This is an optimization exercise on Yosys and OpenROAD, whose aim is small area, a short achievable clock period and few clock cycles per item, not a production implementation.
No run shown here included a check of the RTL's function; only the layout flow was run.
Power and IR drop assume default switching activity.

### design/flow/flow/run.sh
#!/bin/bash
# Standard layout, with plain buffers (not delay cells) on the ports.
export BUFFER_PORTS_ARGS="-buffer_cell sky130_fd_sc_hd__buf_2"
bash standard.sh > standard.log 2>&1
### design/flow/standard.sh
#!/bin/bash
# synth_recipe.tcl (not shown) runs the flow's synth.tcl, then flattens the netlist and writes it again
# the make line also repeats each setting of config.mk as NAME=value (left out here)
make -C /OpenROAD-flow-scripts/flow DESIGN_CONFIG=/design/flow/config.mk WORK_HOME=/design/flow/orfs CLKGATE_MAP_FILE= SYNTH_SCRIPT=/design/flow/synth_recipe.tcl "${@:-finish}"
### design/flow/config.mk
export PLATFORM = sky130hd
export DESIGN_NAME = cpu_top
export DESIGN_NICKNAME = cpu_top
export VERILOG_FILES = /design/flow/design.v
export SDC_FILE = /design/flow/constraint.sdc
export NUM_CORES = 4
export LEC_CHECK = 0
export CAP_MARGIN = 20
export CORE_MARGIN = 2
export CORE_UTILIZATION = 40
export PLACE_DENSITY = 0.6
export SETUP_SLACK_MARGIN = 2.5
export SLEW_MARGIN = 20
### design/flow/constraint.sdc
create_clock -name core_clock -period 5.0 [get_ports {clk}]
set_input_delay 1.0000 -clock core_clock [delete_from_list [all_inputs] [get_ports {clk}]]
set_output_delay 1.0000 -clock core_clock [all_outputs]
set_load 0.01 [all_outputs]
### design/flow/design.v
`default_nettype none
package cpu_pkg;
    localparam int data_width     = 16;
    localparam int addr_width     = 9;     
    localparam int reg_addr_width = 4;
    localparam int num_regs       = 16;
    localparam logic [3:0] reg_move = 4'b0010;
    localparam logic [2:0] op_load = 3'b000;
    localparam logic [2:0] op_jump = 3'b001;
    localparam logic [2:0] op_store = 3'b010;
    localparam logic [2:0] op_load_imm = 3'b011;
    localparam logic [2:0] op_branch = 3'b100;
    localparam logic [2:0] op_add_imm = 3'b101;
    localparam logic [2:0] op_sub_imm = 3'b110;
    localparam logic [2:0] op_reg = 3'b111;
    localparam logic [3:0] alu_add = 4'd0;
    localparam logic [3:0] alu_sub = 4'd1;
    localparam logic [3:0] alu_and = 4'd3;
    localparam logic [3:0] alu_or = 4'd4;
    localparam logic [3:0] alu_xor = 4'd5;
    localparam logic [3:0] alu_not = 4'd6;
    localparam logic [3:0] alu_neg = 4'd7;
    localparam logic [3:0] alu_cmp = 4'd8;
    localparam logic [1:0] cond_eq = 2'd0;
    localparam logic [1:0] cond_ne = 2'd1;
    localparam logic [1:0] cond_lt = 2'd2;
    localparam logic [1:0] cond_gt = 2'd3;
    localparam logic [1:0] bus_idle = 2'd0;
    localparam logic [1:0] bus_fetch = 2'd1;
    localparam logic [1:0] bus_data = 2'd2;
endpackage
`default_nettype wire
`default_nettype none
module ks_adder
#(
    parameter int W = 16
)
(
    input  logic [W-1:0] a,
    input  logic [W-1:0] b,
    input  logic         ci,
    output logic [W-1:0] sum,
    output logic         co
);
    localparam int N = W + 1;     
    localparam int L = $clog2(N);
    logic [N-1:0] g [L+1];
    logic [N-1:0] p [L+1];
    assign g[0] = {a & b, ci};
    assign p[0] = {a ^ b, 1'b0};
    for (genvar l = 0; l < L; l++)
    begin : g_lvl
        for (genvar i = 0; i < N; i++)
        begin : g_bit
            if (i >= (1 << l))
            begin : g_op
                assign g[l+1][i] = g[l][i] | (p[l][i] & g[l][i-(1<<l)]);
                assign p[l+1][i] = p[l][i] & p[l][i-(1<<l)];
            end
            else
            begin : g_pass
                assign g[l+1][i] = g[l][i];
                assign p[l+1][i] = p[l][i];
            end
        end
    end
    assign sum = p[0][N-1:1] ^ g[L][N-2:0];
    assign co  = g[L][N-1];
endmodule
`default_nettype wire
`default_nettype none
import cpu_pkg::*;
module cpu_top
(
    input  logic                  clk,
    input  logic                  rst,
    input  logic [data_width-1:0] mem_data_out,
    input  logic                  mem_cplt,
    output logic [addr_width-1:0] mem_addr,
    output logic [data_width-1:0] mem_data_in,
    output logic                  mem_r_en,
    output logic                  mem_w_en
);
    logic [8:0]  ba;         
    logic        bre;        
    logic        bwe;        
    logic        bdat;       
    logic        stp;        
    logic        wct;        
    logic [15:0] ir;
    logic [8:0]  pc;         
    logic [1:0]  es;         
    logic [15:0] a;
    logic [15:0] b;
    logic [15:0] res;
    logic        wb_en;
    logic [3:0]  wb_rd;
    logic        f_eq;
    logic        f_lt;
    logic        f_gt;
    logic        init;       
    logic [15:0] regs [num_regs];
    logic [2:0]  wop;
    logic        w_ld;
    logic        w_st;
    logic        w_ct;
    logic        fdone;
    logic        ddone;
    assign wop   = mem_data_out[15:13];
    assign w_ld  = (wop == op_load);
    assign w_st  = (wop == op_store);
    assign w_ct  = (wop == op_jump) || (wop == op_branch);
    assign fdone = mem_cplt && !bdat;
    assign ddone = mem_cplt && bdat;
    assign mem_addr    = ba;
    assign mem_r_en    = bre;
    assign mem_w_en    = bwe;
    assign mem_data_in = a;
    logic       w_cond;
    logic       w_take;
    logic       w_hold;
    logic       i_cond;
    logic       i_ct;
    logic       i_ld;
    logic       flag_pend;
    logic [8:0] w_target;
    logic [8:0] pc_next;
    function automatic logic cond_of(input logic [1:0] c, input logic eq, input logic lt,
                                     input logic gt);
        case (c)
            cond_eq: cond_of = eq;
            cond_ne: cond_of = !eq;
            cond_lt: cond_of = lt;
            default: cond_of = gt;
        endcase
    endfunction
    assign flag_pend = (es == 2'd3) && d_cmp;     
    assign w_cond    = cond_of(mem_data_out[12:11], f_eq, f_lt, f_gt);
    assign w_take    = (wop == op_jump) || ((wop == op_branch) && w_cond && !flag_pend);
    assign w_hold    = (wop == op_branch) && flag_pend;
    ks_adder #(.W(9)) u_wadd
    (
        .a   (ba),
        .b   (mem_data_out[8:0]),
        .ci  (1'b0),
        .sum (w_target),
        .co  ()
    );
    assign i_cond  = cond_of(ir[12:11], f_eq, f_lt, f_gt);
    assign i_ct    = (ir[15:13] == op_jump) || ((ir[15:13] == op_branch) && i_cond);
    assign i_ld    = (ir[15:13] == op_load);
    assign pc_next = pc + (i_ct ? ir[8:0] : 9'd1);
    always_ff @(posedge clk or posedge rst)
    begin
        if (rst)
        begin
            ba   <= '0;
            bre  <= 1'b1;
            bwe  <= 1'b0;
            bdat <= 1'b0;
            stp  <= 1'b0;
            wct  <= 1'b0;
        end
        else if (fdone && stp)
        begin
            ba   <= ir[12:4];
            bre  <= 1'b0;
            bwe  <= 1'b1;
            bdat <= 1'b1;
            stp  <= 1'b0;
        end
        else if (fdone)
        begin
            if (w_ld)
            begin
                ba   <= mem_data_out[12:4];
                bdat <= 1'b1;
            end
            else if (w_take)
                ba <= w_target;
            else if (w_hold)
            begin
                bre <= 1'b0;
                wct <= 1'b1;
            end
            else
                ba <= ba + 1'b1;
            if (w_st)
                stp <= 1'b1;
        end
        else if (ddone)
        begin
            bre <= 1'b1;
            bwe <= 1'b0;
            if (bwe && i_ld)
                ba <= ir[12:4];
            else
            begin
                ba   <= pc_next;
                bdat <= 1'b0;
            end
            if (bwe && (ir[15:13] == op_store))
                stp <= 1'b1;
        end
        else if (wct)
        begin
            wct <= 1'b0;
            bre <= 1'b1;
            ba  <= pc_next;
        end
    end
    always_ff @(posedge clk)
    begin
        if (fdone)
        begin
            ir <= mem_data_out;
            pc <= ba;
        end
    end
    logic [3:0]  raddr;
    logic [15:0] rval;
    always_ff @(posedge clk)
    begin
        if (fdone)
            raddr <= mem_data_out[3:0];
        else if (ddone && bwe)
            raddr <= ir[3:0];
        else if (es == 2'd1)
            raddr <= ir[7:4];
    end
    assign rval = (wb_en && wb_rd == raddr) ? res : regs[raddr];
    logic [2:0]  op;
    logic [3:0]  fn;
    logic        is_reg;
    logic        k_add, k_sub, k_and, k_or, k_xor, k_not, k_neg, k_cmp, k_mov;
    logic        k_ldb, k_addi, k_subi;
    assign op     = ir[15:13];
    assign fn     = ir[11:8];
    assign is_reg = (op == op_reg) && !ir[12];
    assign k_add  = is_reg && (fn == alu_add);
    assign k_sub  = is_reg && (fn == alu_sub);
    assign k_and  = is_reg && (fn == alu_and);
    assign k_or   = is_reg && (fn == alu_or);
    assign k_xor  = is_reg && (fn == alu_xor);
    assign k_not  = is_reg && (fn == alu_not);
    assign k_neg  = is_reg && (fn == alu_neg);
    assign k_cmp  = is_reg && (fn == alu_cmp);
    assign k_mov  = (op == op_reg) && ir[12] && (fn == reg_move);
    assign k_ldb  = (op == op_load_imm);
    assign k_addi = (op == op_add_imm);
    assign k_subi = (op == op_sub_imm);
    logic d_keep_hi;     
    logic d_keep_lo;     
    logic d_b_reg;       
    logic d_b_a;         
    logic d_b_inv;       
    logic d_cin;         
    logic d_r_sum;       
    logic d_r_and;
    logic d_r_or;
    logic d_r_xor;
    logic d_cmp;
    always_ff @(posedge clk)
    begin
        d_keep_hi <= !(k_neg || k_mov || (k_ldb && ir[12]));
        d_keep_lo <= !(k_neg || k_mov || (k_ldb && !ir[12]));
        d_b_reg   <= k_add || k_sub || k_and || k_or || k_xor || k_cmp || k_mov;
        d_b_a     <= k_neg;
        d_b_inv   <= k_sub || k_cmp || k_subi || k_neg || k_not;
        d_cin     <= k_sub || k_cmp || k_subi || k_neg;
        d_r_sum   <= k_add || k_sub || k_addi || k_subi || k_neg || k_mov;
        d_r_and   <= k_and;
        d_r_or    <= k_or || k_ldb;
        d_r_xor   <= k_xor || k_not;
        d_cmp     <= k_cmp;
    end
    logic [15:0] konst;
    always_comb
    begin
        if (ir[15:13] == op_load_imm)
            konst = ir[12] ? {ir[11:4], 8'h00} : {8'h00, ir[11:4]};
        else if (ir[15:13] == op_add_imm || ir[15:13] == op_sub_imm)
            konst = 16'(ir[12:4]);
        else
            konst = 16'h0;
    end
    always_ff @(posedge clk)
    begin
        if (es == 2'd1)
            a <= rval;
        else if (es == 2'd2)
            a <= a & {{8{d_keep_hi}}, {8{d_keep_lo}}};
        if (es == 2'd2)
            b <= (({16{d_b_reg}} & rval) | ({16{d_b_a}} & a) | konst) ^ {16{d_b_inv}};
    end
    logic [16:0] sum;
    logic [15:0] alu;
    logic        writes;
    ks_adder #(.W(16)) u_add
    (
        .a   (a),
        .b   (b),
        .ci  (d_cin),
        .sum (sum[15:0]),
        .co  (sum[16])
    );
    assign alu    = ({16{d_r_sum}} & sum[15:0]) | ({16{d_r_and}} & (a & b)) |
                    ({16{d_r_or}} & (a | b)) | ({16{d_r_xor}} & (a ^ b));
    assign writes = d_r_sum || d_r_and || d_r_or || d_r_xor;
    always_ff @(posedge clk or posedge rst)
    begin
        if (rst)
        begin
            es    <= 2'd0;
            wb_en <= 1'b0;
            res   <= '0;
            f_eq  <= 1'b0;
            f_lt  <= 1'b0;
            f_gt  <= 1'b0;
            init  <= 1'b1;
        end
        else
        begin
            init  <= 1'b0;
            wb_en <= 1'b0;
            if ((fdone && !stp) || (ddone && bwe))
                es <= 2'd1;
            else if (es != 2'd0)
                es <= es + 2'd1;
            if (ddone && !bwe)
            begin
                res   <= mem_data_out;
                wb_en <= 1'b1;
            end
            else if (es == 2'd3 && writes)
            begin
                res   <= alu;
                wb_en <= 1'b1;
            end
            if (es == 2'd3 && d_cmp)
            begin
                f_eq <= &(a ^ b);
                f_lt <= !sum[16];
                f_gt <= sum[16] && !(&(a ^ b));
            end
        end
    end
    always_ff @(posedge clk)
    begin
        wb_rd <= ir[3:0];
    end
    always_ff @(posedge clk)
    begin
        for (int i = 0; i < num_regs; i++)
            if (init || (wb_en && wb_rd == 4'(i)))
                regs[i] <= res;
    end
endmodule
`default_nettype wire
==> out/qor.yml, run 1 <==
outcome:
  outcome: "complete, no violations"
setup_path:
  reg2reg_to: "ba[6]$_DFFE_PP0P_"
  cp_max_fo: 5
  cp_slowest_stage_delay_ps: 410
  arrival_ps: 3290
  crit_path_start_kind: "flop"
  critPathKind: "reg -> reg"
  setup.worst_path.end_class: "flop"
  cp_slowest_cell: "edfxtp_1"
  reg2reg_slack_ps: 2150
  cp-startpoint: "ir[11]$_DFFE_PP_"
  cp_cell_sequence: "mux2_4, a31oi_4, a21oi_4, nand2b_1, ha_2, inv_2, fa_2, nand2b_4, a21oi_4, o21a_1, o21a_1, o31ai_4, a221oi_2, nor2_1"
  cp_data_required_time_ps: 5450
  crit_end: "ba[6]$_DFFE_PP0P_"
  rr_worst_depth: 14
  r2r_start: "ir[11]$_DFFE_PP_"
placement:
  portBuffers: 45
  placed_cells: 2026
  place_congestion: 0.882
  hpwl_mm: 35.3
sta:
  hold_slack_ps: 422
  rsz0062_at_grt: "yes"
  slew_headroom_pct: 24.1
  tns_ps: 0
  period_needed_ps: 2850
  finalCritPeriodShare_pct: 56.9
  setup_viol: 0
  worstMarginPinSlew_ps: 1140
  drv_slew: 0
  skew_ps: 24.6
  fmax_mhz: 351
  hold_viol: 0
global_routing:
  antenna_found_initial: 0
  grt_max_degree: 38
  grt_pass1_wl_mm: 84.8
  grt_pass1_vias: 13000
  grt.total_usage_pct: 24.4
  grt_remaining_overflow: 0
cells_and_area:
  instances_no_fill: 2245
  n_fill_cell: 3645
  fin_util_pct: 51.8
  ff_latch_area_mm2: 0.0107
  num-nets-final: 1697
  diodes: 0
  area_growth_pct: 28.1
  multi_input_area_mm2: 0.00777
  largest_register: "regs"
  layout-drive-gt1-share_pct: 31.3
  largest_register_ffs: 256
power_and_ir_drop:
  p_leak_nw: 8.47
  p_per_area_mw_per_mm2: 602
  max-vdd-ir-drop_uv: 370
  finalPower_mw: 13.7
detailed_routing:
  viasPerCell: 6.01
  drtIter0Drc: 1616
  final_antenna_net_count: 0
  drc: 0
  dr.pass1.iters: 5
  drt-wirelength-per-cell_um: 25.7
  detail_route.wirelength_mm: 57.7
  vias: 13500
clocking:
  cts_tree: "built"
  hold_buffers: 0
  clk_latency_ps: 580
  clk_path_buf_depth: 3
  clockRootBuffer: "clkbuf_16"
  clock_sinks: 369
  htree_num_levels: 2
  clkTransAtPathRegs_ps: 60
  numCtsBuffers: 41
die:
  die_h_um: 215
  core_area_mm2: 0.0440
  ioPinCount: 46
  die_w_um: 215
  rows: 77
  dieArea_mm2: 0.0462
  initial_core_util_pct: 40.4
logic_synthesis:
  synth_ff_type: "edfxtp_1"
  synthDistinctLibCells: 84
  syn_avg_cell_area_um2: 12.3
  yosysWarnings: 8
  synth-seq-cells: 369
  synth_edf_count: 317
  synthCells: 1444
  async_flop_share_pct: 10.0
  yosysSeqAreaShare_pct: 60.4
  syn-num-nets: 1519
  netlist_area_mm2: 0.0178
job:
  maxCapViolCount: 0
hold_path:
  min_path_cells: 0
  worstHoldPathType: "reg -> reg"
## metrics by stage
stage	setup WS (ps)	instance area [um^2]
5_1_grt	2010	22800
6_report	2150	22800
2_1_floorplan	2360	17800
4_1_cts	2190	22000
3_3_place_gp	1440	18700
3_5_place_dp	1330	18700
## cell usage in the layout, fill, tap and decap left out, types with 35 or more instances in the layout
cell,n
a21oi_1,65
dfrtp_1,35
edfxtp_1,317
nor2_1,53
buf_4,114
clkbuf_16,42
inv_1,49
nand2_1,122
buf_2,44
ha_1,40
o21ai_0,64
xnor2_1,38
## per-layer routing
layer | vias to the layer above | global-route usage [%] | routed length, um
li1 | 5901 | - | -
met1 | 6703 | 32.3 | 22700
met2 | 765 | 40.3 | 27700
met3 | 131 | 4.56 | 5290
met4 | 0 | 8.51 | 2110
met5 | - | 0 | 0
## report_power, final
group | total, mW | internal, mW | switching, mW
sequential | 5.55 | 4.62 | 0.929
combinational | 5.35 | 2.51 | 2.84
clock | 2.82 | 1.57 | 1.26
## worst min path at each step
stage                     slack [ps]          endpoint             from
final                            420  wb_rd[3]$_DFF_P_  ir[3]$_DFFE_PP_
after global routing             430  wb_rd[3]$_DFF_P_  ir[3]$_DFFE_PP_
after CTS                        430  wb_rd[0]$_DFF_P_  ir[0]$_DFFE_PP_
after detailed placement         410  wb_rd[2]$_DFF_P_  ir[2]$_DFFE_PP_
after global placement           410  wb_rd[1]$_DFF_P_  ir[1]$_DFFE_PP_
after floorplan                  360  wb_rd[0]$_DFF_P_  ir[0]$_DFFE_PP_
## synth_stat cells (all sizes together) (20+ instances only)
cell,n,area share (%)
o22ai,20,0.70
dfrtp,35,4.9
xor2,21,1.0
nand2b,20,0.70
a22oi,41,1.7
clkbuf,49,1.0
o21ai,102,2.9
mux2i,25,1.4
edfxtp,317,53
nand2,127,2.7
nor2,62,1.3
xnor2,39,1.9
mux2,22,1.5
inv,60,1.3
ha,53,3.7
buf,37,1.3
a21oi,76,2.1
## cell families (layout without fill, tap and decap cells)
group	after synthesis	count (layout)	share of synthesized area [%]
xor gates and xnor gates	61	61	3.08
buffers and inverters	146	354	3.58
DFF	369	369	60.4
and+or+nand+nor	335	336	9.15
muxes	53	53	3.62
adders and majority gates	56	56	4.06
other	1	1	0.0211
AOI/OAI and AO/OA	423	423	16.1
## critical path: cells and delay by family, from the launching register on
family | cells | cell delay [ps]
compound gates | 7 | 1080
fa+ha+maj | 2 | 550
buf+inv | 1 | 40
flops | 1 | 410
mux | 1 | 330
simple gates | 3 | 330
## final cells by class
class | count | share of cell area (%)
repair inverters | 1 | 0.0219
inverters | 60 | 1.05
clock buffers | 51 | 4.66
flip-flops and latches | 369 | 47.1
clock inverters | 23 | 0.702
well taps | 592 | 3.25
multi-input cells | 930 | 34.0
repair buffers | 219 | 9.16
## timing repair
item / in CTS / in global routing
pin swaps: 98 / 88
setup buffers: 100 / 35
resized for setup: 216 / 104
setup endpoints to repair: 50 / 46
gates cloned: 9 / 1
==> inputs of run 2 (changes only) <==
==> design/flow/run.sh (new file) <==
#!/bin/bash
# synth_recipe.tcl (not shown) runs the flow's synth.tcl, then flattens the netlist and writes it again
# the make line also repeats each setting of config.mk as NAME=value (left out here)
make -C /OpenROAD-flow-scripts/flow DESIGN_CONFIG=/design/flow/config.mk WORK_HOME=/design/flow/orfs CLKGATE_MAP_FILE= SYNTH_SCRIPT=/design/flow/synth_recipe.tcl finish
--- a/design/flow/config.mk
+++ b/design/flow/config.mk
@@ -9,5 +9,5 @@
 export CORE_MARGIN = 2
 export CORE_UTILIZATION = 40
 export PLACE_DENSITY = 0.6
-export SETUP_SLACK_MARGIN = 2.5
+export SETUP_SLACK_MARGIN = 3.0
 export SLEW_MARGIN = 20
removed: design/flow/flow/run.sh
removed: design/flow/standard.sh
==> run 2 against run 1 <==
Compared with the run above: still clean; count of clock-buffer cells in the layout grew 3; via count grew 3.3%; final cell count grew 2.1%; critical path type unchanged; critical endpoint unchanged; highest routed layer unchanged.
==> out/qor.yml, run 2 <==
cells_and_area:
  largest_register_ffs: 256
  layout-drive-gt1-share_pct: 36.3
  largest_register: "regs"
  diodes: 0
  num-nets-final: 1747
  layout_common_cells: "edfxtp_1 (317), buf_4 (144), nand2_1 (113), buf_6 (74), a21oi_1 (58)"
  layout_commonest_cell: "edfxtp_1"
  area_growth_pct: 34.2
  fin_util_pct: 54.3
clocking:
  htree_num_levels: 2
  numCtsBuffers: 41
  clkTransAtPathRegs_ps: 60
  clock_sinks: 369
  clk_path_buf_depth: 3
  clk_latency_ps: 590
  hold_buffers: 0
  clockRootBuffer: "clkbuf_16"
  cts_tree: "built"
power_and_ir_drop:
  max-vdd-ir-drop_uv: 497
  p_per_area_mw_per_mm2: 607
  p_leak_nw: 8.86
logic_synthesis:
  syn-num-nets: 1519
  async_flop_share_pct: 10.0
  synth.most_common_cell: "edfxtp_1"
  yosys.area.top_type: "edfxtp_1"
  synthDistinctLibCells: 84
  netlist_area_mm2: 0.0178
  synth_area_leaders: "edfxtp_1 (53%), dfrtp_1 (4.9%), ha_1 (3.7%)"
  synth_edf_count: 317
  yosysSeqAreaShare_pct: 60.4
  synthCells: 1444
  synth-seq-cells: 369
  syn_avg_cell_area_um2: 12.3
  yosysWarnings: 8
  synth_ff_type: "edfxtp_1"
  yosysTopAreaCellShare_pct: 53.5
  synth_commonest_cells: "edfxtp_1 (317), nand2_1 (127), o21ai_0 (97)"
detailed_routing:
  drt-wirelength-per-cell_um: 26.7
  detail_route.wirelength_mm: 61.2
  dr.pass1.iters: 8
  vias: 13900
  drtIter0Drc: 1577
  drc: 0
  final_antenna_net_count: 0
  viasPerCell: 6.08
hold_path:
  hold_start: "ir[2]$_DFFE_PP_"
  worstHoldPathType: "reg -> reg"
sta:
  skew_ps: 47.8
  finalCritPeriodShare_pct: 59.0
  setup_viol: 0
  fin_ws_ps: 2050
  hold_viol: 0
  tns_ps: 0
  rsz0062_at_grt: "yes"
  period_needed_ps: 2950
  slew_headroom_pct: 33.4
  drv_slew: 0
  fmax_mhz: 339
  worstMarginPinSlew_ps: 1000
  hold_slack_ps: 406
job:
  maxCapViolCount: 0
setup_path:
  setup.worst_path.end_class: "flop"
  cp-startpoint: "ir[11]$_DFFE_PP_"
  critPathKind: "reg -> reg"
  arrival_ps: 3450
  cp_data_required_time_ps: 5500
  cp_slowest_cell: "edfxtp_1"
  cp_slowest_stage_delay_ps: 440
  crit_buf_inv: 2
  r2r_start: "ir[11]$_DFFE_PP_"
  cp_cell_sequence: "buf_6, xor2_1, nand3b_1, a21oi_4, nand2b_1, ha_4, inv_2, fa_2, nand2b_4, a21oi_4, o21a_1, o21a_1, o31ai_4, a221oi_2, nor2_1"
  critical-path-top-delay-family: "compound AO/OA/AOI/OAI gates"
  cp_max_fo: 6
  crit_path_start_kind: "flop"
die:
  die_h_um: 215
  core_area_mm2: 0.0440
  dieArea_mm2: 0.0462
  die_w_um: 215
  rows: 77
  initial_core_util_pct: 40.4
  ioPinCount: 46
global_routing:
  grt.total_usage_pct: 25.8
  grt_max_degree: 38
  grt_pass1_wl_mm: 88.6
  antenna_found_initial: 0
  use_met1_pct: 34.2
  grt_remaining_overflow: 0
  grt_pass1_vias: 13600
  met3_usage_pct: 5.52
  grt_busiest_layer: "met2"
  grt_use_met2_pct: 41.4
placement:
  pre_cts_ws_ps: 1310
  hpwl_mm: 36.5
  place_congestion: 0.903
  portBuffers: 45
outcome:
  outcome: "complete, no violations"
==> run 2: stage by stage <==
step                power, mW  instance area, um^2  instances
finish                   14.5                23900       2293
global route             15.1                23900       2293
CTS                      13.7                22800       2237
detailed placement       9.40                19200       2027
global placement         9.35                19200       2025
floorplan                7.81                18200       1444
==> run 2: per-layer routing <==
metal / routed length (um) / part of all wire (%)
met1: 24400 / 40
met2: 28900 / 47
met3: 5290 / 8.6
met4: 2680 / 4.4
met5: 0 / 0
==> run 2: path summary, 6_finish.rpt <==
check | end | slack [ps] | cells after the start
worst max-delay path | ba[6]$_DFFE_PP0P_ | 2050 | 15
max in group asynchronous | wb_en$_DFF_PP0_ | 3700 | 3
worst max register to register | ba[6]$_DFFE_PP0P_ | 2050 | 15
min in group asynchronous | ba[1]$_DFFE_PP0P_ | 860 | 3
worst min register to register | wb_rd[2]$_DFF_P_ | 410 | 0
worst min-delay path | wb_rd[2]$_DFF_P_ | 410 | 0
==> run 2: cell type report <==
type | count | area (um^2)
clock inverters | 18 | 140
flip-flops and latches | 369 | 10800
well taps | 592 | 741
fillers | 3618 | 20100
multi-input cells | 929 | 8200
repair buffers | 270 | 2670
clock buffers | 54 | 1130
repair inverters | 1 | 7.51
inverters | 60 | 243
==> run 2: repair_timing <==
item,4_1_cts,5_1_grt
resized for setup,417,137
buffers inserted,133,55
setup endpoints to repair,206,128
gates cloned,5,1
pin swaps,107,96
==> run 2: kinds of logic (layout without fill, tap and decap cells) <==
logic type,count (synthesis),after routing,share of synthesized area [%]
AOI/OAI and AO/OA,423,423,16.1
DFF,369,369,60.4
and+or+nand+nor,335,335,9.15
buffers and inverters,146,403,3.58
xor gates and xnor gates,61,61,3.08
adders and majority gates,56,56,4.06
muxes,53,53,3.62
other,1,1,0.0211
==> run 2: power by group <==
group,total (mW),switching [mW],internal [mW]
combinational,6.14,3.24,2.90
sequential,5.48,0.849,4.63
clock,2.88,1.28,1.60
==> inputs of run 3 (changes only) <==
--- a/design/flow/design.v
+++ b/design/flow/design.v
@@ -31,44 +31,6 @@
 endpackage
 `default_nettype wire
 `default_nettype none
-module ks_adder
-#(
-    parameter int W = 16
-)
-(
-    input  logic [W-1:0] a,
-    input  logic [W-1:0] b,
-    input  logic         ci,
-    output logic [W-1:0] sum,
-    output logic         co
-);
-    localparam int N = W + 1;     
-    localparam int L = $clog2(N);
-    logic [N-1:0] g [L+1];
-    logic [N-1:0] p [L+1];
-    assign g[0] = {a & b, ci};
-    assign p[0] = {a ^ b, 1'b0};
-    for (genvar l = 0; l < L; l++)
-    begin : g_lvl
-        for (genvar i = 0; i < N; i++)
-        begin : g_bit
-            if (i >= (1 << l))
-            begin : g_op
-                assign g[l+1][i] = g[l][i] | (p[l][i] & g[l][i-(1<<l)]);
-                assign p[l+1][i] = p[l][i] & p[l][i-(1<<l)];
-            end
-            else
-            begin : g_pass
-                assign g[l+1][i] = g[l][i];
-                assign p[l+1][i] = p[l][i];
-            end
-        end
-    end
-    assign sum = p[0][N-1:1] ^ g[L][N-2:0];
-    assign co  = g[L][N-1];
-endmodule
-`default_nettype wire
-`default_nettype none
 import cpu_pkg::*;
 module cpu_top
 (
@@ -85,10 +47,10 @@
     logic        bre;        
     logic        bwe;        
     logic        bdat;       
-    logic        stp;        
+    logic        wst;        
     logic        wct;        
     logic [15:0] ir;
-    logic [8:0]  pc;         
+    logic [8:0]  pcn;        
     logic [1:0]  es;         
     logic [15:0] a;
     logic [15:0] b;
@@ -116,40 +78,20 @@
     assign mem_r_en    = bre;
     assign mem_w_en    = bwe;
     assign mem_data_in = a;
-    logic       w_cond;
-    logic       w_take;
-    logic       w_hold;
-    logic       i_cond;
-    logic       i_ct;
-    logic       i_ld;
-    logic       flag_pend;
-    logic [8:0] w_target;
-    logic [8:0] pc_next;
-    function automatic logic cond_of(input logic [1:0] c, input logic eq, input logic lt,
-                                     input logic gt);
-        case (c)
-            cond_eq: cond_of = eq;
-            cond_ne: cond_of = !eq;
-            cond_lt: cond_of = lt;
-            default: cond_of = gt;
+    logic       cond_met;
+    logic       taken;
+    logic [8:0] target;
+    always_comb
+    begin
+        case (ir[12:11])
+            cond_eq: cond_met = f_eq;
+            cond_ne: cond_met = !f_eq;
+            cond_lt: cond_met = f_lt;
+            default: cond_met = f_gt;
         endcase
-    endfunction
-    assign flag_pend = (es == 2'd3) && d_cmp;     
-    assign w_cond    = cond_of(mem_data_out[12:11], f_eq, f_lt, f_gt);
-    assign w_take    = (wop == op_jump) || ((wop == op_branch) && w_cond && !flag_pend);
-    assign w_hold    = (wop == op_branch) && flag_pend;
-    ks_adder #(.W(9)) u_wadd
-    (
-        .a   (ba),
-        .b   (mem_data_out[8:0]),
-        .ci  (1'b0),
-        .sum (w_target),
-        .co  ()
-    );
-    assign i_cond  = cond_of(ir[12:11], f_eq, f_lt, f_gt);
-    assign i_ct    = (ir[15:13] == op_jump) || ((ir[15:13] == op_branch) && i_cond);
-    assign i_ld    = (ir[15:13] == op_load);
-    assign pc_next = pc + (i_ct ? ir[8:0] : 9'd1);
+    end
+    assign taken  = (ir[15:13] == op_jump) || cond_met;
+    assign target = ba + ir[8:0];
     always_ff @(posedge clk or posedge rst)
     begin
         if (rst)
@@ -158,17 +100,9 @@
             bre  <= 1'b1;
             bwe  <= 1'b0;
             bdat <= 1'b0;
-            stp  <= 1'b0;
+            wst  <= 1'b0;
             wct  <= 1'b0;
         end
-        else if (fdone && stp)
-        begin
-            ba   <= ir[12:4];
-            bre  <= 1'b0;
-            bwe  <= 1'b1;
-            bdat <= 1'b1;
-            stp  <= 1'b0;
-        end
         else if (fdone)
         begin
             if (w_ld)
@@ -176,45 +110,46 @@
                 ba   <= mem_data_out[12:4];
                 bdat <= 1'b1;
             end
-            else if (w_take)
-                ba <= w_target;
-            else if (w_hold)
+            else if (w_st)
+            begin
+                ba   <= mem_data_out[12:4];
+                bdat <= 1'b1;
+                bre  <= 1'b0;
+                wst  <= 1'b1;
+            end
+            else if (w_ct)
             begin
                 bre <= 1'b0;
                 wct <= 1'b1;
             end
             else
                 ba <= ba + 1'b1;
-            if (w_st)
-                stp <= 1'b1;
         end
         else if (ddone)
         begin
-            bre <= 1'b1;
-            bwe <= 1'b0;
-            if (bwe && i_ld)
-                ba <= ir[12:4];
-            else
-            begin
-                ba   <= pc_next;
-                bdat <= 1'b0;
-            end
-            if (bwe && (ir[15:13] == op_store))
-                stp <= 1'b1;
+            ba   <= pcn;
+            bre  <= 1'b1;
+            bwe  <= 1'b0;
+            bdat <= 1'b0;
+        end
+        else if (wst)
+        begin
+            wst <= 1'b0;
+            bwe <= 1'b1;
         end
         else if (wct)
         begin
             wct <= 1'b0;
             bre <= 1'b1;
-            ba  <= pc_next;
+            ba  <= taken ? target : pcn;
         end
     end
     always_ff @(posedge clk)
     begin
         if (fdone)
         begin
-            ir <= mem_data_out;
-            pc <= ba;
+            ir  <= mem_data_out;
+            pcn <= ba + 1'b1;
         end
     end
     logic [3:0]  raddr;
@@ -223,8 +158,6 @@
     begin
         if (fdone)
             raddr <= mem_data_out[3:0];
-        else if (ddone && bwe)
-            raddr <= ir[3:0];
         else if (es == 2'd1)
             raddr <= ir[7:4];
     end
@@ -296,14 +229,7 @@
     logic [16:0] sum;
     logic [15:0] alu;
     logic        writes;
-    ks_adder #(.W(16)) u_add
-    (
-        .a   (a),
-        .b   (b),
-        .ci  (d_cin),
-        .sum (sum[15:0]),
-        .co  (sum[16])
-    );
+    assign sum    = {1'b0, a} + {1'b0, b} + 17'(d_cin);
     assign alu    = ({16{d_r_sum}} & sum[15:0]) | ({16{d_r_and}} & (a & b)) |
                     ({16{d_r_or}} & (a | b)) | ({16{d_r_xor}} & (a ^ b));
     assign writes = d_r_sum || d_r_and || d_r_or || d_r_xor;
@@ -323,7 +249,7 @@
         begin
             init  <= 1'b0;
             wb_en <= 1'b0;
-            if ((fdone && !stp) || (ddone && bwe))
+            if (fdone)
                 es <= 2'd1;
             else if (es != 2'd0)
                 es <= es + 2'd1;
--- a/design/flow/config.mk
+++ b/design/flow/config.mk
@@ -9,5 +9,5 @@
 export CORE_MARGIN = 2
 export CORE_UTILIZATION = 40
 export PLACE_DENSITY = 0.6
-export SETUP_SLACK_MARGIN = 3.0
+export SETUP_SLACK_MARGIN = 2.2
 export SLEW_MARGIN = 20
==> run 3 against run 2 <==
Compared with the run above: sequential share of layout area grew 7.8 points; largest power group is now registers; core utilization shrank 8.0 points; highest routed layer unchanged; worst setup slack gained 190 ps; still clean on timing, DRC and antenna; worst hold slack lost 13 ps; routed wire length shrank 12%.
==> out/qor.yml, run 3 <==
outcome:
  outcome: "complete, no violations"
logic_synthesis:
  yosysWarnings: 2
  yosysTopAreaCellShare_pct: 53.6
  synthDistinctLibCells: 87
  synth_edf_count: 317
  synth-seq-cells: 369
  synth_area_leaders: "edfxtp_1 (54%), dfrtp_1 (4.9%), ha_1 (3.2%)"
  synthCells: 1447
  yosys.area.top_type: "edfxtp_1"
  synth.most_common_cell: "edfxtp_1"
  yosysSeqAreaShare_pct: 60.5
  async_flop_share_pct: 10.0
  synth_commonest_cells: "edfxtp_1 (317), nand2_1 (101), o21ai_0 (91)"
  syn_avg_cell_area_um2: 12.3
  netlist_area_mm2: 0.0178
  syn-num-nets: 1514
  synth_ff_type: "edfxtp_1"
cells_and_area:
  area_growth_pct: 14.6
  largest_register: "regs"
  instances_no_fill: 2114
  layout_common_cells: "edfxtp_1 (317), nand2_1 (100), o21ai_0 (82), nor2_1 (69), a21oi_1 (63)"
  largest_register_ffs: 256
  layout-drive-gt1-share_pct: 11.8
  num-nets-final: 1560
  n_fill_cell: 4033
  final_cell_area_mm2: 0.0204
  diodes: 0
  layout_commonest_cell: "edfxtp_1"
sta:
  finalCritPeriodShare_pct: 55.1
  skew_ps: 30.6
  setup_viol: 0
  worstMarginPinSlew_ps: 979
  tns_ps: 0
  fmax_mhz: 363
  rsz0062_at_grt: "yes"
  period_needed_ps: 2750
  drv_slew: 0
  slew_headroom_pct: 34.0
  hold_viol: 0
detailed_routing:
  final_antenna_net_count: 0
  detail_route.wirelength_mm: 53.7
  top_layer_used: "met4"
  route.met2.wl_mm: 25.6
  dr_wl_met3_mm: 4.36
  drc: 0
  vias: 12600
  drtIter0Drc: 1231
  wl_met1_mm: 22.0
  dr.pass1.iters: 7
  drt-wirelength-per-cell_um: 25.4
  viasPerCell: 5.95
setup_path:
  cp_slowest_cell: "edfxtp_1"
  cp_cell_sequence: "buf_4, nor2b_2, a22o_1, a221o_1, a211oi_2, o31ai_1, a22o_1"
  arrival_ps: 3080
  critPathKind: "reg -> reg"
  setup.worst_path.end_class: "flop"
  critPathMostFrequentCell: "a22o_1"
  cp_data_required_time_ps: 5320
  cp_max_fo: 17
  crit_path_start_kind: "flop"
  cp_slowest_stage_delay_ps: 540
clocking:
  hold_buffers: 0
  cts_tree: "built"
  clock_sinks: 369
  clk_latency_ps: 570
  clockRootBuffer: "clkbuf_16"
  clk_path_buf_depth: 3
  numCtsBuffers: 39
  clkTransAtPathRegs_ps: 60
  htree_num_levels: 2
die:
  initial_core_util_pct: 40.3
  core_area_mm2: 0.0440
  ioPinCount: 46
  rows: 77
  die_h_um: 215
  dieArea_mm2: 0.0461
  die_w_um: 215
global_routing:
  grt.total_usage_pct: 22.9
  antenna_found_initial: 0
  grt_pass1_vias: 12200
  grt_remaining_overflow: 0
  grt_pass1_wl_mm: 79.5
  grt_max_degree: 65
job:
  maxCapViolCount: 0
placement:
  portBuffers: 45
  hpwl_mm: 34.5
  placed_area_mm2: 0.0189
  placed_cells: 2033
  place_congestion: 0.869
hold_path:
  worstHoldPathType: "reg -> reg"
power_and_ir_drop:
  max-vdd-ir-drop_uv: 298
  finalPower_mw: 12.0
  p_per_area_mw_per_mm2: 589
  p_leak_nw: 7.29
-- run 3: kinds of logic after synthesis --
| group | Yosys count | synth area share, % |
|---|---|---|
| buffers and inverters | 145 | 3.61 |
| other | 1 | 0.0211 |
| adders and majority gates | 48 | 3.51 |
| xor gates and xnor gates | 46 | 2.27 |
| AOI/OAI and AO/OA | 396 | 15.4 |
| and+or+nand+nor | 378 | 10.8 |
| muxes | 64 | 3.92 |
| DFF | 369 | 60.5 |
-- run 3: path summary, 6_finish.rpt --
path | startpoint | end | slack [ps] | cells past startpoint
max in group asynchronous | rst | ba[1]$_DFFE_PP0P_ | 3720 | 3
hold reg to reg | ir[2]$_DFFE_PP_ | wb_rd[2]$_DFF_P_ | 390 | 0
setup / recovery | raddr[2]$_DFFE_PP_ | a[8]$_DFFE_PN_ | 2250 | 7
min in group asynchronous | rst | ba[2]$_DFFE_PP0P_ | 870 | 3
hold / removal | ir[2]$_DFFE_PP_ | wb_rd[2]$_DFF_P_ | 390 | 0
setup reg to reg | raddr[2]$_DFFE_PP_ | a[8]$_DFFE_PN_ | 2250 | 7
-- run 3: timing repair --
action | CTS | global route
setup buffers | 8 | 2
hold endpoints to repair | 0 | 0
cloned | 0 | 1
pin swaps | 0 | 3
resized for setup | 10 | 17
setup endpoints to repair | 64 | 32
-- run 3: worst max-delay path, delay by kind of cell (launching register included) --
family	cells	cell delay, ps
compound gates	5	1370
simple gates	1	280
buf+inv	1	300
flops	1	540
-- run 3: area by class of cell --
class / instances / area [um^2] / area share (%)
inverter: 59 / 226 / 1.11
sequential: 369 / 10700 / 52.8
clock buffer: 47 / 1070 / 5.25
timing repair buffer: 90 / 840 / 4.12
tap: 592 / 741 / 3.64
clock inverter: 23 / 170 / 0.836
multi-input combinational: 934 / 6560 / 32.2
-- run 3: metrics by stage --
step | hold WS [ps] | utilization [%] | setup slack, ps
2_1_floorplan | 352 | - | 2320
3_3_place_gp | 393 | 42.9 | 1310
3_5_place_dp | 386 | 43.0 | 1260
4_1_cts | 400 | 46.0 | 2200
5_1_grt | 424 | 46.2 | 2190
6_report | 393 | 46.2 | 2250
-- run 3: report_power, final --
part | switching, mW | internal (mW) | total [mW] | leakage, nW
registers | 0.884 | 4.61 | 5.50 | 3.67
clock network | 1.23 | 1.63 | 2.86 | 0.615
logic | 2.18 | 1.46 | 3.64 | 3.01
total | 4.29 | 7.70 | 12.0 | 7.29
-- run 3: metal layers --
| layer | GRT usage [%] | up-vias |
|---|---|---|
| met4 | 7.45 | 0 |
| met3 | 4.37 | 96 |
| met1 | 30.8 | 6263 |
| met2 | 37.6 | 609 |
| li1 | - | 5612 |
| met5 | 0 | - |

-- port drivers added, routing unchanged --
In the flow no input, the clock included, has a driving cell. The finished layouts below were timed again as built, in two steps.
Step 1 (the two cells are an assumption about what drives the block):
set clk [get_ports {clk}]
set_driving_cell -lib_cell sky130_fd_sc_hd__clkbuf_16 $clk
set_driving_cell -lib_cell sky130_fd_sc_hd__buf_2 [delete_from_list [all_inputs] $clk]
Step 2 moves the port delays by t, midway between the first and last clock arrival at a register: inputs arrive t later, outputs are due t later. That takes back most of the time a late clock gives input paths.
a / b / c = no drivers / after step 1 / after step 2; a / b = the first two.
run | t, ns | setup WS [ns] | hold WS [ns] | pins driven straight from the clock port
run 1 | 0.615 | 2.155 / 2.155 / 1.953 | 0.422 / 0.422 / 0.422 | 1
run 2 | 0.627 | 2.052 / 2.052 / 1.514 | 0.406 / 0.406 / 0.406 | 1
run 3 | 0.607 | 2.247 / 2.192 / 1.675 | 0.393 / 0.393 / 0.393 | 1
After both steps setup and hold are still met in every run listed. The setup slack of run 3, which loses most, moves by -0.055 ns with the drivers and by -0.572 ns with both steps.
